Background: an optimization exercise with open tools, aiming at small area. Do not read the settings as production practice. Function was checked by simulation only, so behaviour that the tests miss may differ from the original. Power figures rest on the tool's default switching activity, not on a simulated workload. No driver is modelled on the clock port, so clocking that relies on it looks cheaper here than on a real chip.

Design ethernet_mac, start of the top module:
module ethernet_mac
(
    input  logic         clk,
    input  logic         rst_n,
    input  logic [31:0]  tx_data,
    input  logic [6:0]   tx_len,
    input  logic         tx_req,
    output logic         tx_ack,
    output logic [31:0]  rx_data,
    output logic [6:0]   rx_len,
    output logic         rx_last,
    output logic         rx_req,
    input  logic         rx_ack,
    output logic [7:0]   gmii_tx_d,
    output logic         gmii_tx_en,
    input  logic [7:0]   gmii_rx_d,
    input  logic         gmii_rx_dv,
    input  logic         gmii_rx_er,
    output logic [31:0]  tx_frame_count,
    output logic [31:0]  rx_drop_count
);
Size in the first run: roughly 2400 cells after synthesis, about 1300 flip-flops, ~170 I/O pins.
clock: 8.0 ns
lec_check: 0
cap_margin: 20
core_margin: 2
core_utilization: 60
place_density: 0.7
slew_margin: 20
standard.sh (not shown) runs the stock make flow with config.mk's settings and CLKGATE_MAP_FILE= SYNTH_SCRIPT=/design/flow/synth_recipe.tcl, a recipe that flattens the netlist after the stock synthesis.
==> flow/flow/run.sh <==
#!/bin/bash
# Standard layout with two changes: ports buffered with the smallest buffer,
# and clock tree synthesis without dummy loads.
set -euo pipefail
bash standard.sh \
  "BUFFER_PORTS_ARGS=-buffer_cell sky130_fd_sc_hd__buf_1" \
  "CTS_ARGS=-sink_clustering_enable -repair_clock_nets -dont_use_dummy_load -buf_list sky130_fd_sc_hd__clkbuf_16 -sink_clustering_size 30 -sink_clustering_max_diameter 60" \
  finish > flow.log 2>&1
Then changed:
==> flow/flow/run.sh (replaced) <==
#!/bin/bash
# Standard layout with three changes:
#  - technology mapping with an area-oriented abc script (flow/abc_map.script)
#    in place of ORFS's abc_speed.script; the rest of the synthesis is unchanged
#  - ports buffered with the smallest buffer
#  - clock tree synthesis without dummy loads, with larger sink clusters
set -euo pipefail
rm -rf scripts
cp -r "$FLOW_HOME/scripts" scripts
cp flow/abc_map.script scripts/abc_speed.script
bash standard.sh \
  "SCRIPTS_DIR=$PWD/scripts" \
  "BUFFER_PORTS_ARGS=-buffer_cell sky130_fd_sc_hd__buf_1" \
  "CTS_ARGS=-sink_clustering_enable -repair_clock_nets -dont_use_dummy_load -buf_list sky130_fd_sc_hd__clkbuf_16 -sink_clustering_size 30 -sink_clustering_max_diameter 60" \
  finish > flow.log 2>&1
==> flow/flow/abc_map.script (new file) <==
&get -n
&st
&dch
&nf -a
&st
&dch
&nf -a
&put
topo
Effect:
- The changed run passed the timing, design-rule and antenna checks
- final cell count is about the same
- cell area came out lower slightly
- critical path depth decreases by 2
Then changed:
==> flow/flow/run.sh (replaced) <==
#!/bin/bash
# Standard layout with two changes: ports buffered with the smallest buffer,
# and clock tree synthesis without dummy loads.
set -euo pipefail
bash standard.sh \
  "BUFFER_PORTS_ARGS=-buffer_cell sky130_fd_sc_hd__buf_1" \
  "CTS_ARGS=-sink_clustering_enable -repair_clock_nets -dont_use_dummy_load -buf_list sky130_fd_sc_hd__clkbuf_16 -sink_clustering_size 30 -sink_clustering_max_diameter 60" \
  finish > flow.log 2>&1
--- a/flow/config.mk
+++ b/flow/config.mk
@@ -8,5 +8,5 @@
 export CAP_MARGIN = 20
 export CORE_MARGIN = 2
-export CORE_UTILIZATION = 60
-export PLACE_DENSITY = 0.7
+export CORE_UTILIZATION = 70
+export PLACE_DENSITY = 0.8
 export SLEW_MARGIN = 20
removed: flow/flow/abc_map.script
=>
- The new run ran to the end with no violations
- routed wire length increases by a little under a tenth
- count of clock-buffer cells in the layout decreases by 3
- worst setup slack gains 0.029 ns
Then changed:
==> flow/flow/run.sh (replaced) <==
#!/bin/bash
# Standard layout with three changes:
#  - technology mapping with an area-oriented abc script (flow/abc_map.script)
#    in place of ORFS's abc_speed.script; the rest of the synthesis is unchanged
#  - ports buffered with the smallest buffer
#  - clock tree synthesis without dummy loads, with larger sink clusters
set -euo pipefail
rm -rf scripts
cp -r "$FLOW_HOME/scripts" scripts
cp flow/abc_map.script scripts/abc_speed.script
bash standard.sh \
  "SCRIPTS_DIR=$PWD/scripts" \
  "BUFFER_PORTS_ARGS=-buffer_cell sky130_fd_sc_hd__buf_1" \
  "CTS_ARGS=-sink_clustering_enable -repair_clock_nets -dont_use_dummy_load -buf_list sky130_fd_sc_hd__clkbuf_16 -sink_clustering_size 38 -sink_clustering_max_diameter 80" \
  finish > flow.log 2>&1
==> flow/flow/abc_map.script (new file) <==
&get -n
&st
&dch
&nf -a
&st
&dch
&nf -a
&put
topo
--- a/flow/config.mk
+++ b/flow/config.mk
@@ -8,5 +8,5 @@
 export CAP_MARGIN = 20
 export CORE_MARGIN = 2
-export CORE_UTILIZATION = 70
-export PLACE_DENSITY = 0.8
+export CORE_UTILIZATION = 60
+export PLACE_DENSITY = 0.7
 export SLEW_MARGIN = 20
After rerunning: Sequential power hardly moves; sequential cell count is unchanged; hold slack degrades by 0.025 ns; synthesized cell count came out lower by a few percent; design area goes down slightly; power went down by a few percent.
Then changed:
==> flow/flow/run.sh (replaced) <==
#!/bin/bash
# Standard layout with two changes: ports buffered with the smallest buffer,
# and clock tree synthesis without dummy loads.
set -euo pipefail
bash standard.sh \
  "BUFFER_PORTS_ARGS=-buffer_cell sky130_fd_sc_hd__buf_1" \
  "CTS_ARGS=-sink_clustering_enable -repair_clock_nets -dont_use_dummy_load -buf_list sky130_fd_sc_hd__clkbuf_16 -sink_clustering_size 36 -sink_clustering_max_diameter 60" \
  finish > flow.log 2>&1
--- a/flow/config.mk
+++ b/flow/config.mk
@@ -8,5 +8,4 @@
 export CAP_MARGIN = 20
 export CORE_MARGIN = 2
-export CORE_UTILIZATION = 60
-export PLACE_DENSITY = 0.7
+export CORE_UTILIZATION = 40
 export SLEW_MARGIN = 20
removed: flow/flow/abc_map.script
What happened:
- critical path depth grows by 1
- synthesized area grows by about 2%
- count of clock-buffer cells in the layout grows by 42
- non-clock buffer count grows by 1
- setup slack is better by 0.067 ns
- clock skew grows by 0.024 ns
- sequential power is about the same
- clock power grows by 41%
- fmax grows by about 1.4%
- via count grows by about 1.3%
- utilization shrinks by 21 points
Then changed:
==> flow/flow/run.sh (replaced) <==
#!/bin/bash
# Standard layout with three changes:
#  - technology mapping with an area-oriented abc script (flow/abc_map.script)
#    in place of ORFS's abc_speed.script; the rest of the synthesis is unchanged
#  - ports buffered with the smallest buffer
#  - clock tree synthesis without dummy loads, with larger sink clusters
set -euo pipefail
rm -rf scripts
cp -r "$FLOW_HOME/scripts" scripts
cp flow/abc_map.script scripts/abc_speed.script
bash standard.sh \
  "SCRIPTS_DIR=$PWD/scripts" \
  "BUFFER_PORTS_ARGS=-buffer_cell sky130_fd_sc_hd__buf_1" \
  "CTS_ARGS=-sink_clustering_enable -repair_clock_nets -dont_use_dummy_load -buf_list sky130_fd_sc_hd__clkbuf_8 -sink_clustering_buffer sky130_fd_sc_hd__clkbuf_16 -sink_clustering_size 30 -sink_clustering_max_diameter 75" \
  finish > flow.log 2>&1
==> flow/flow/abc_map.script (new file) <==
&get -n
&st
&dch
&nf -a
&st
&dch
&nf -a
&put
topo
--- a/flow/config.mk
+++ b/flow/config.mk
@@ -8,4 +8,5 @@
 export CAP_MARGIN = 20
 export CORE_MARGIN = 2
-export CORE_UTILIZATION = 40
+export CORE_UTILIZATION = 60
+export PLACE_DENSITY = 0.7
 export SLEW_MARGIN = 20
Outcome: Final area fell by about 4.3%. Global-route usage rose by 4.8 points. Flip-flop and latch count is unchanged. Count of clock-buffer cells in the layout fell by 34. Sequential share of layout area rose by 3.3 points. Total power fell by 8.8%. Wire length fell by about 10%. Critical path depth fell by 1. Clock power fell by about 26%.

what the ideal ports hide:
The flow's constraints put no driver on any port. The routed layouts listed below were extracted and timed again, unchanged, in two steps.
Step 1: set_driving_cell puts a clkbuf_16 on clk and a buf_2 on each other input, an assumption about the parent block.
Step 2 times the ports against the registers' clock, not the clock port: input delays grow and output delays shrink by t, the midpoint of the rising clock arrivals with the driver on.
Three values: ideal, step 1, step 2; two values: the first two.
run	t, ns	setup WS [ns]	worst setup path at the end	cell pins on the clock port's net
the first run	0.693	3.217 / 3.151 / 3.843	register to output	1
the second run	0.695	3.096 / 3.030 / 3.573	input to register	1
the third run	0.681	3.126 / 3.063 / 3.744	register to output	1
the fourth run	0.662	3.077 / 3.011 / 3.596	input to register	1
the fifth run	0.694	3.145 / 3.084 / 3.778	register to output	1
the sixth run	0.781	2.966 / 2.913 / 3.519	input to register	1
After both steps setup and hold are still met in every run listed.
